Context: an optimization exercise on an open-source flow, tuned for small area, a short achievable clock period and few clock cycles per item. The choices shown serve that exercise and are no tape-out recipe. The RTL was checked by simulation tests, not by an equivalence proof against the original design. Power and IR drop assume default switching activity.

==> run a <==
==> flow/design.v <==
package mdfr_pkg;
  localparam int unsigned MAC_W     = 48;
  localparam int unsigned ID_W      = 16;
  localparam int unsigned KIND_W    = 8;
  localparam int unsigned ACT_W     = 3;
  localparam int unsigned OCC_W     = 5;
  localparam int unsigned ENTRIES_D = 16;
  localparam logic [KIND_W-1:0] KIND_BCAST    = 8'd1;
  localparam logic [KIND_W-1:0] KIND_TARGETED = 8'd2;
  localparam logic [ACT_W-1:0] ACT_OWN      = 3'd0;
  localparam logic [ACT_W-1:0] ACT_DUP      = 3'd1;
  localparam logic [ACT_W-1:0] ACT_DELIVER  = 3'd2;
  localparam logic [ACT_W-1:0] ACT_BCAST    = 3'd3;
  localparam logic [ACT_W-1:0] ACT_TARGETED = 3'd4;
  localparam logic [ACT_W-1:0] ACT_PASS     = 3'd5;
endpackage
import mdfr_pkg::*;
module mdfr_store #(
  parameter int unsigned ENTRIES = mdfr_pkg::ENTRIES_D
) (
  input  logic                        clk,
  input  logic                        rst,
  input  logic [mdfr_pkg::MAC_W-1:0]  in_origin,
  input  logic [mdfr_pkg::ID_W-1:0]   in_id,
  input  logic                        cand,        
  output logic                        dup,         
  output logic                        ins,         
  output logic [ENTRIES-1:0]          live,        
  output logic [ENTRIES-1:0]          live_ins     
);
  logic [mdfr_pkg::MAC_W-1:0] s_origin [ENTRIES];
  logic [mdfr_pkg::ID_W-1:0]  s_id     [ENTRIES];
  logic [ENTRIES-1:0]         nz;
  logic [ENTRIES-1:0]         nz_ins;
  logic [mdfr_pkg::MAC_W-1:0] f_origin;    
  logic [mdfr_pkg::ID_W-1:0]  f_id;
  logic                       f_idnz;
  logic [ENTRIES-1:0]         hit_in;      
  logic                       hit_prev_in; 
  logic [ENTRIES-1:0]         hit_r;
  logic                       hit_prev_r;
  logic [ENTRIES-1:0]         moved;       
  logic [ENTRIES-1:0]         shen;
  logic [ENTRIES-1:0]         hit;
  always_comb begin
    for (int i = 0; i < ENTRIES; i++) begin
      hit_in[i] = (s_id[i] == in_id) && (s_origin[i] == in_origin);
    end
  end
  assign hit_prev_in = (f_id == in_id) && (f_origin == in_origin);
  always_ff @(posedge clk) begin
    f_origin   <= in_origin;
    f_id       <= in_id;
    f_idnz     <= (in_id != '0);
    hit_r      <= hit_in;
    hit_prev_r <= hit_prev_in;
    moved      <= shen;
  end
  always_comb begin
    hit[0] = live[0] && (moved[0] ? hit_prev_r : hit_r[0]);
    for (int i = 1; i < ENTRIES; i++) begin
      hit[i] = live[i] && (moved[i] ? hit_r[i-1] : hit_r[i]);
    end
  end
  assign dup = |hit;
  assign ins = cand && !dup;
  always_comb begin
    shen[0] = ins;
    for (int i = 1; i < ENTRIES; i++) begin
      shen[i] = ins && live[i-1];
    end
  end
  always_comb begin
    nz_ins[0] = f_idnz;
    for (int i = 1; i < ENTRIES; i++) begin
      nz_ins[i] = live[i-1] || nz[i];
    end
    live_ins[0] = nz_ins[0];
    for (int i = 1; i < ENTRIES; i++) begin
      live_ins[i] = live_ins[i-1] && nz_ins[i];
    end
  end
  always_ff @(posedge clk) begin
    if (shen[0]) begin
      s_origin[0] <= f_origin;
      s_id[0]     <= f_id;
    end
    for (int i = 1; i < ENTRIES; i++) begin
      if (shen[i]) begin
        s_origin[i] <= s_origin[i-1];
        s_id[i]     <= s_id[i-1];
      end
    end
  end
  always_ff @(posedge clk) begin
    if (rst) begin
      nz   <= '0;
      live <= '0;
    end else if (ins) begin
      nz   <= nz_ins;
      live <= live_ins;
    end
  end
endmodule
import mdfr_pkg::*;
module mdfr_ctrl #(
  parameter int unsigned W = 8
) (
  input  logic         clk,
  input  logic         rst,
  input  logic         take,        
  input  logic         push,
  input  logic [W-1:0] push_data,
  output logic         in_ready,
  output logic         out_valid,
  input  logic         out_ready,
  output logic [W-1:0] out_data
);
  logic [W-1:0] q1, q2;
  logic [1:0]   fc;         
  logic [1:0]   cnt;        
  logic         pop;
  logic [1:0]   fc_pop, fc_next;
  logic [2:0]   cnt_next;
  assign pop      = out_valid && out_ready;
  assign fc_pop   = fc - {1'b0, pop};
  assign fc_next  = fc_pop + {1'b0, push};
  assign cnt_next = {1'b0, cnt} + {2'b0, take} - {2'b0, pop};
  always_ff @(posedge clk) begin
    if (rst) begin
      fc        <= '0;
      cnt       <= '0;
      out_valid <= 1'b0;
      in_ready  <= 1'b1;
    end else begin
      fc        <= fc_next;
      cnt       <= cnt_next[1:0];
      out_valid <= (fc_next != 2'd0);
      in_ready  <= (cnt_next <= 3'd2);
    end
  end
  always_ff @(posedge clk) begin
    if (push && fc_pop == 2'd0) out_data <= push_data;
    else if (pop)               out_data <= q1;
    if (push && fc_pop == 2'd1) q1 <= push_data;
    else if (pop)               q1 <= q2;
    if (push && fc_pop == 2'd2) q2 <= push_data;
  end
endmodule
import mdfr_pkg::*;
module mesh_duplicate_filter_relay_unit #(
  parameter int unsigned ENTRIES = mdfr_pkg::ENTRIES_D
) (
  input  logic                        clk,
  input  logic                        rst,
  input  logic                        cfg_we,
  input  logic [mdfr_pkg::MAC_W-1:0]  cfg_wdata,    
  input  logic                        s_tvalid,
  output logic                        s_tready,
  input  logic [159:0]                s_tdata,      
  input  logic [7:0]                  s_tuser,      
  output logic                        m_tvalid,
  input  logic                        m_tready,
  output logic [7:0]                  m_tdata,      
  output logic [2:0]                  m_tuser       
);
  logic [MAC_W-1:0]   self_mac;
  logic               take;
  logic               v2;          
  logic               cand2;       
  logic               own2;
  logic [ACT_W-1:0]   act_new2;    
  logic [ACT_W-1:0]   act_new_in;
  logic               own_in;
  logic               dup, ins;
  logic [ENTRIES-1:0] live, live_ins;
  logic [OCC_W-1:0]   occ;
  logic [ACT_W-1:0]   act;
  logic [7:0]         out_data;
  assign take   = s_tvalid && s_tready;
  assign own_in = (s_tdata[47:0] == self_mac);
  always_comb begin
    if (s_tdata[95:48] == self_mac)          act_new_in = ACT_DELIVER;
    else if (s_tuser == KIND_BCAST)          act_new_in = ACT_BCAST;
    else if (s_tuser == KIND_TARGETED)       act_new_in = ACT_TARGETED;
    else                                     act_new_in = ACT_PASS;
  end
  always_ff @(posedge clk) begin
    if (rst) begin
      self_mac <= '0;
      v2       <= 1'b0;
      cand2    <= 1'b0;
    end else begin
      if (cfg_we) self_mac <= cfg_wdata;
      v2    <= take;
      cand2 <= take && !own_in;
    end
  end
  always_ff @(posedge clk) begin
    own2     <= own_in;
    act_new2 <= act_new_in;
  end
  mdfr_store #(.ENTRIES(ENTRIES)) u_store (
    .clk       (clk),
    .rst       (rst),
    .in_origin (s_tdata[47:0]),
    .in_id     (s_tdata[111:96]),
    .cand      (cand2),
    .dup       (dup),
    .ins       (ins),
    .live      (live),
    .live_ins  (live_ins)
  );
  logic [OCC_W-1:0] occ_old, occ_new;
  always_comb begin
    occ_old = '0;
    occ_new = '0;
    for (int i = 0; i < ENTRIES - 1; i++) begin
      if (live[i] && !live[i+1])         occ_old = OCC_W'(i + 1);
      if (live_ins[i] && !live_ins[i+1]) occ_new = OCC_W'(i + 1);
    end
    if (live[ENTRIES-1])     occ_old = OCC_W'(ENTRIES);
    if (live_ins[ENTRIES-1]) occ_new = OCC_W'(ENTRIES);
  end
  assign occ     = ins ? occ_new : occ_old;
  assign act     = own2 ? ACT_OWN : (dup ? ACT_DUP : act_new2);
  mdfr_ctrl #(.W(8)) u_ctrl (
    .clk       (clk),
    .rst       (rst),
    .take      (take),
    .push      (v2),
    .push_data ({act, occ}),
    .in_ready  (s_tready),
    .out_valid (m_tvalid),
    .out_ready (m_tready),
    .out_data  (out_data)
  );
  assign m_tuser = out_data[7:5];
  assign m_tdata = {3'b000, out_data[4:0]};
endmodule
==> flow/flow/run.sh <==
#!/bin/bash
# Standard ORFS layout with two changes: port buffers are the smallest plain buffer (the
# resizer still upsizes where timing needs it) and clock tree synthesis adds no dummy loads.
set -euo pipefail
export BUFFER_PORTS_ARGS="-buffer_cell sky130_fd_sc_hd__buf_1"
export CTS_ARGS="-sink_clustering_enable -repair_clock_nets -sink_clustering_size 25 -sink_clustering_max_diameter 70 -buf_list sky130_fd_sc_hd__clkbuf_16 -dont_use_dummy_load"
bash standard.sh finish > flow.log 2>&1
==> flow/standard.sh <==
#!/bin/bash
# synth_recipe.tcl (not shown) runs the flow's synth.tcl, then flattens the netlist and writes it again
# the make line also repeats each setting of config.mk as NAME=value (left out here)
make -C /OpenROAD-flow-scripts/flow DESIGN_CONFIG=/design/flow/config.mk WORK_HOME=/design/flow/orfs CLKGATE_MAP_FILE= SYNTH_SCRIPT=/design/flow/synth_recipe.tcl "${@:-finish}"
==> flow/config.mk <==
export PLATFORM = sky130hd
export DESIGN_NAME = mesh_duplicate_filter_relay_unit
export DESIGN_NICKNAME = mesh_duplicate_filter_relay_unit
export VERILOG_FILES = /design/flow/design.v
export SDC_FILE = /design/flow/constraint.sdc
export NUM_CORES = 4
export LEC_CHECK = 0
export ABC_AREA = 1
export CAP_MARGIN = 5
export CORE_MARGIN = 2
export CORE_UTILIZATION = 55
export CTS_BUF_LIST = sky130_fd_sc_hd__clkbuf_16
export CTS_CLUSTER_DIAMETER = 70
export CTS_CLUSTER_SIZE = 25
export HOLD_SLACK_MARGIN = 0
export SETUP_SLACK_MARGIN = 4.0
export SLEW_MARGIN = 5
export TNS_END_PERCENT = 5
==> flow/constraint.sdc <==
create_clock -name core_clock -period 6.0 [get_ports {clk}]
set_input_delay 1.2000 -clock core_clock [delete_from_list [all_inputs] [get_ports {clk}]]
set_output_delay 1.2000 -clock core_clock [all_outputs]
set_load 0.01 [all_outputs]
==> inputs of run b, as changes to run a <==
==> flow/run.sh (new file) <==
#!/bin/bash
# synth_recipe.tcl (not shown) runs the flow's synth.tcl, then flattens the netlist and writes it again
# the make line also repeats each setting of config.mk as NAME=value (left out here)
make -C /OpenROAD-flow-scripts/flow DESIGN_CONFIG=/design/flow/config.mk WORK_HOME=/design/flow/orfs CLKGATE_MAP_FILE= SYNTH_SCRIPT=/design/flow/synth_recipe.tcl finish
Settings changed: ABC_AREA 1 to not set, ABC_CLOCK_PERIOD_IN_PS set to 2400, CAP_MARGIN 5 to 20, CTS_CLUSTER_DIAMETER 70 to 80, CTS_CLUSTER_SIZE 25 to 30, SETUP_SLACK_MARGIN 4.0 to 3.6, SLEW_MARGIN 5 to 20, TNS_END_PERCENT 5 to not set.
removed: flow/flow/run.sh
removed: flow/standard.sh
==> inputs of run c, as changes to run a <==
==> flow/flow/run.sh (replaced) <==
#!/bin/bash
# Standard ORFS layout with two changes: port buffers are the smallest plain buffer (the
# resizer still upsizes where timing needs it) and clock tree synthesis adds no dummy loads.
set -euo pipefail
export BUFFER_PORTS_ARGS="-buffer_cell sky130_fd_sc_hd__buf_1"
export CTS_ARGS="-sink_clustering_enable -repair_clock_nets -sink_clustering_size 20 -sink_clustering_max_diameter 50 -buf_list {sky130_fd_sc_hd__clkbuf_8 sky130_fd_sc_hd__clkbuf_16} -dont_use_dummy_load"
bash standard.sh finish > flow.log 2>&1
Settings changed: CAP_MARGIN 5 to 20, CTS_BUF_LIST sky130_fd_sc_hd__clkbuf_16 to sky130_fd_sc_hd__clkbuf_8 sky130_fd_sc_hd__clkbuf_16, CTS_CLUSTER_DIAMETER 70 to 50, CTS_CLUSTER_SIZE 25 to 20, SLEW_MARGIN 5 to 20.
==> flow_metrics.tcl <==
set metrics [dict create \
    clk_share_pct 2.714 \
    post_cts_buffers 149 \
    leakage_nw 22.16 \
    syn2layout_area_growth_pct 20.73 \
    min_from "u_store.f_origin[11]" \
    status "finished clean" \
    startpoint "u_store.moved[1]" \
    cts_buffers 52 \
]
That was run b.
==> flow_metrics.tcl <==
set metrics [dict create \
    wirelength_um 149400 \
    post_cts_buffers 81 \
    min_from "u_store.f_origin[34]" \
    largest_cell_class "sequential cells" \
    status "finished clean" \
    clk_share_pct 5.185 \
    multi_input_area_share_pct 27.59 \
    leakage_nw 20.89 \
    startpoint "s_tdata[21]" \
    cts_buffers 132 \
]
That was run c.
==> flow_metrics.tcl <==
set metrics [dict create \
    min_from "u_store.s_origin[6][38]" \
    status "finished clean" \
    startpoint "s_tdata[106]" \
    max_freq_ghz 0.4100 \
    sh_seq_area_pct 57.90 \
    syn2layout_area_growth_pct 16.85 \
    clk_share_pct 2.793 \
    drc 0 \
    leakage_nw 19.53 \
]
That was run a.
Testbench counts of run a, summed over its fixed seeds: cycles 3,216, items 3,200.
Testbench counts of run b, summed over its fixed seeds: cycles 3,216, items 3,200.
Testbench counts of run c, summed over its fixed seeds: cycles 3,216, items 3,200.

========
==> job 4022 <==
RTL: the design.v shown in full above, as it stands there.
export LEC_CHECK = 0
export ABC_AREA = 1
export CAP_MARGIN = 20
export CORE_MARGIN = 2
export CORE_UTILIZATION = 55
export CTS_BUF_LIST = sky130_fd_sc_hd__clkbuf_16
export CTS_CLUSTER_DIAMETER = 70
export CTS_CLUSTER_SIZE = 25
export HOLD_SLACK_MARGIN = 0
export SETUP_SLACK_MARGIN = 4.3
export SLEW_MARGIN = 20
export TNS_END_PERCENT = 0
create_clock -name core_clock -period 6.0 [get_ports {clk}]
standard.sh (not shown) runs the stock make flow with config.mk's settings and CLKGATE_MAP_FILE= SYNTH_SCRIPT=/design/flow/synth_recipe.tcl, a recipe that flattens the netlist after the stock synthesis.
==> flow/flow/run.sh <==
#!/bin/bash
# Standard ORFS layout with two changes: port buffers are the smallest plain buffer (the
# resizer still upsizes where timing needs it) and clock tree synthesis adds no dummy loads.
set -euo pipefail
export BUFFER_PORTS_ARGS="-buffer_cell sky130_fd_sc_hd__buf_1"
export CTS_ARGS="-sink_clustering_enable -repair_clock_nets -sink_clustering_size 25 -sink_clustering_max_diameter 70 -buf_list sky130_fd_sc_hd__clkbuf_16 -dont_use_dummy_load"
bash standard.sh finish > flow.log 2>&1
==> job 389: changes against job 4022 <==
==> flow/run.sh (new file) <==
#!/bin/bash
# synth_recipe.tcl (not shown) runs the flow's synth.tcl, then flattens the netlist and writes it again
# the make line also repeats each setting of config.mk as NAME=value (left out here)
make -C /OpenROAD-flow-scripts/flow DESIGN_CONFIG=/design/flow/config.mk WORK_HOME=/design/flow/orfs CLKGATE_MAP_FILE= SYNTH_SCRIPT=/design/flow/synth_recipe.tcl finish
ABC_AREA = unset   (was 1)
ABC_CLOCK_PERIOD_IN_PS = 2700   (was unset)
CORE_UTILIZATION = 50   (was 55)
CTS_CLUSTER_DIAMETER = 80   (was 70)
CTS_CLUSTER_SIZE = 30   (was 25)
SETUP_SLACK_MARGIN = 3.3   (was 4.3)
TNS_END_PERCENT = unset   (was 0)
removed: flow/flow/run.sh
removed: flow/standard.sh
==> job 7770: changes against job 4022 <==
CORE_UTILIZATION = 45   (was 55)
SETUP_SLACK_MARGIN = 4.0   (was 4.3)
TNS_END_PERCENT = 5   (was 0)
==> reports/results.txt <==
The leakage power is 19.9 nW, and the post-layout worst setup margin is 3140 ps. The multi-input gate share of total cell area is 0.275, and the portion of the post-synthesis area used by sequential elements is 0.688. For the met1 track utilization from global routing, the log shows 0.404.

The switching part of the total is 0.247. The run finished with no timing, DRC or antenna violations. The routed design could run at a clock period as short as 2860 ps. The biggest cell delay along the critical path came out at 740 ps.

The synthesized instance count is 3364, and the clock network area share is 0.0320. In this run the critical register-to-register path is launched from u_store.hit_r[9].
-- figures above: job 389

==> reports/results.txt <==
The logs give 0.00404 W for the net load switching power and 3540 ps for the post-layout worst setup margin. The mean instance size in the synthesized netlist was 13.5 um2. The clock network area share was 0.0288; the biggest cell delay along the critical path was 400 ps. The flow ran to the end and the layout has no timing, DRC or antenna violations.

After the flow finishes, the layout carries non-filler instances totaling 5409. In the synthesized netlist, the number of instances is 3861. In this run the critical register-to-register path is launched from u_store.live[7].

The switching part of the total was 0.246; the total track usage was 0.287. The portion of the post-synthesis area used by sequential elements is 0.676, and the post-layout minimum cycle time is 2460 ps. The met1 track utilization from global routing was 0.384. For the leakage power, the log shows 18.7 nW.
-- figures above: job 4022

==> reports/results.txt <==
The flow ran to the end and the layout has no timing, DRC or antenna violations. Portion of the post-synthesis area used by sequential elements: 0.676. On the worst path, the slowest cell contributes a delay of 460 ps. In this run the critical register-to-register path is launched from u_store.hit_r[0]. Counting every instance in the synthesized netlist gives 3861. The switching part of the total is 0.247. The clock network area share came out at 0.0274. The multi-input gate share of total cell area works out to 0.278. Counting I/O delays and the setup requirement, the final critical path takes 2420 ps. The met1 track utilization from global routing was 0.330.

Summed over all cells, the static leakage comes to 20.5 nW.
-- figures above: job 7770

Testbench counts of job 4022, summed over its fixed seeds: cycles 3,216, items 3,200.
Testbench counts of job 389, summed over its fixed seeds: cycles 3,216, items 3,200.
Testbench counts of job 7770, summed over its fixed seeds: cycles 3,216, items 3,200.

==> static timing again, ports no longer ideal <==
The flow's constraints put no driver on any port. The routed layouts listed below were extracted and timed again, unchanged, in two steps. Step 1 sets driving cells, clkbuf_16 on the clock port and buf_2 on the other inputs (assumed; they add their load-dependent delay and slew). Step 2, shift: input delay + t, output delay - t, t = (earliest + latest rising clock arrival at the registers) / 2. This alone moves slack from input paths to output paths. a / b / c = no drivers / after step 1 / after step 2; a / b = the first two.
| run | t (ns) | setup slack, ns | hold slack, ns | latest minus earliest clock arrival (ns) | worst data-port slew with drivers (ns) |
|---|---|---|---|---|---|
| run a | 0.703 | 3.561 / 3.588 / 2.903 | 0.436 / 0.436 / 0.436 | 0.058 / 0.059 | 0.13 |
| run b | 0.762 | 3.365 / 3.365 / 2.794 | 0.462 / 0.462 / 0.462 | 0.026 / 0.027 | 0.10 |
| run c | 0.786 | 3.571 / 3.515 / 2.820 | 0.438 / 0.438 / 0.438 | 0.054 / 0.054 | 0.13 |
| job 4022 | 0.692 | 3.536 / 3.556 / 2.864 | 0.439 / 0.439 / 0.439 | 0.054 / 0.054 | 0.10 |
| job 389 | 0.766 | 3.142 / 3.176 / 2.411 | 0.452 / 0.452 / 0.452 | 0.041 / 0.041 | 0.08 |
| job 7770 | 0.701 | 3.577 / 3.535 / 2.872 | 0.433 / 0.433 / 0.433 | 0.067 / 0.067 | 0.20 |
After both steps setup and hold are still met in every run listed. The setup slack of run c, which loses most, moves by -0.056 ns with the drivers and by -0.751 ns with both steps.
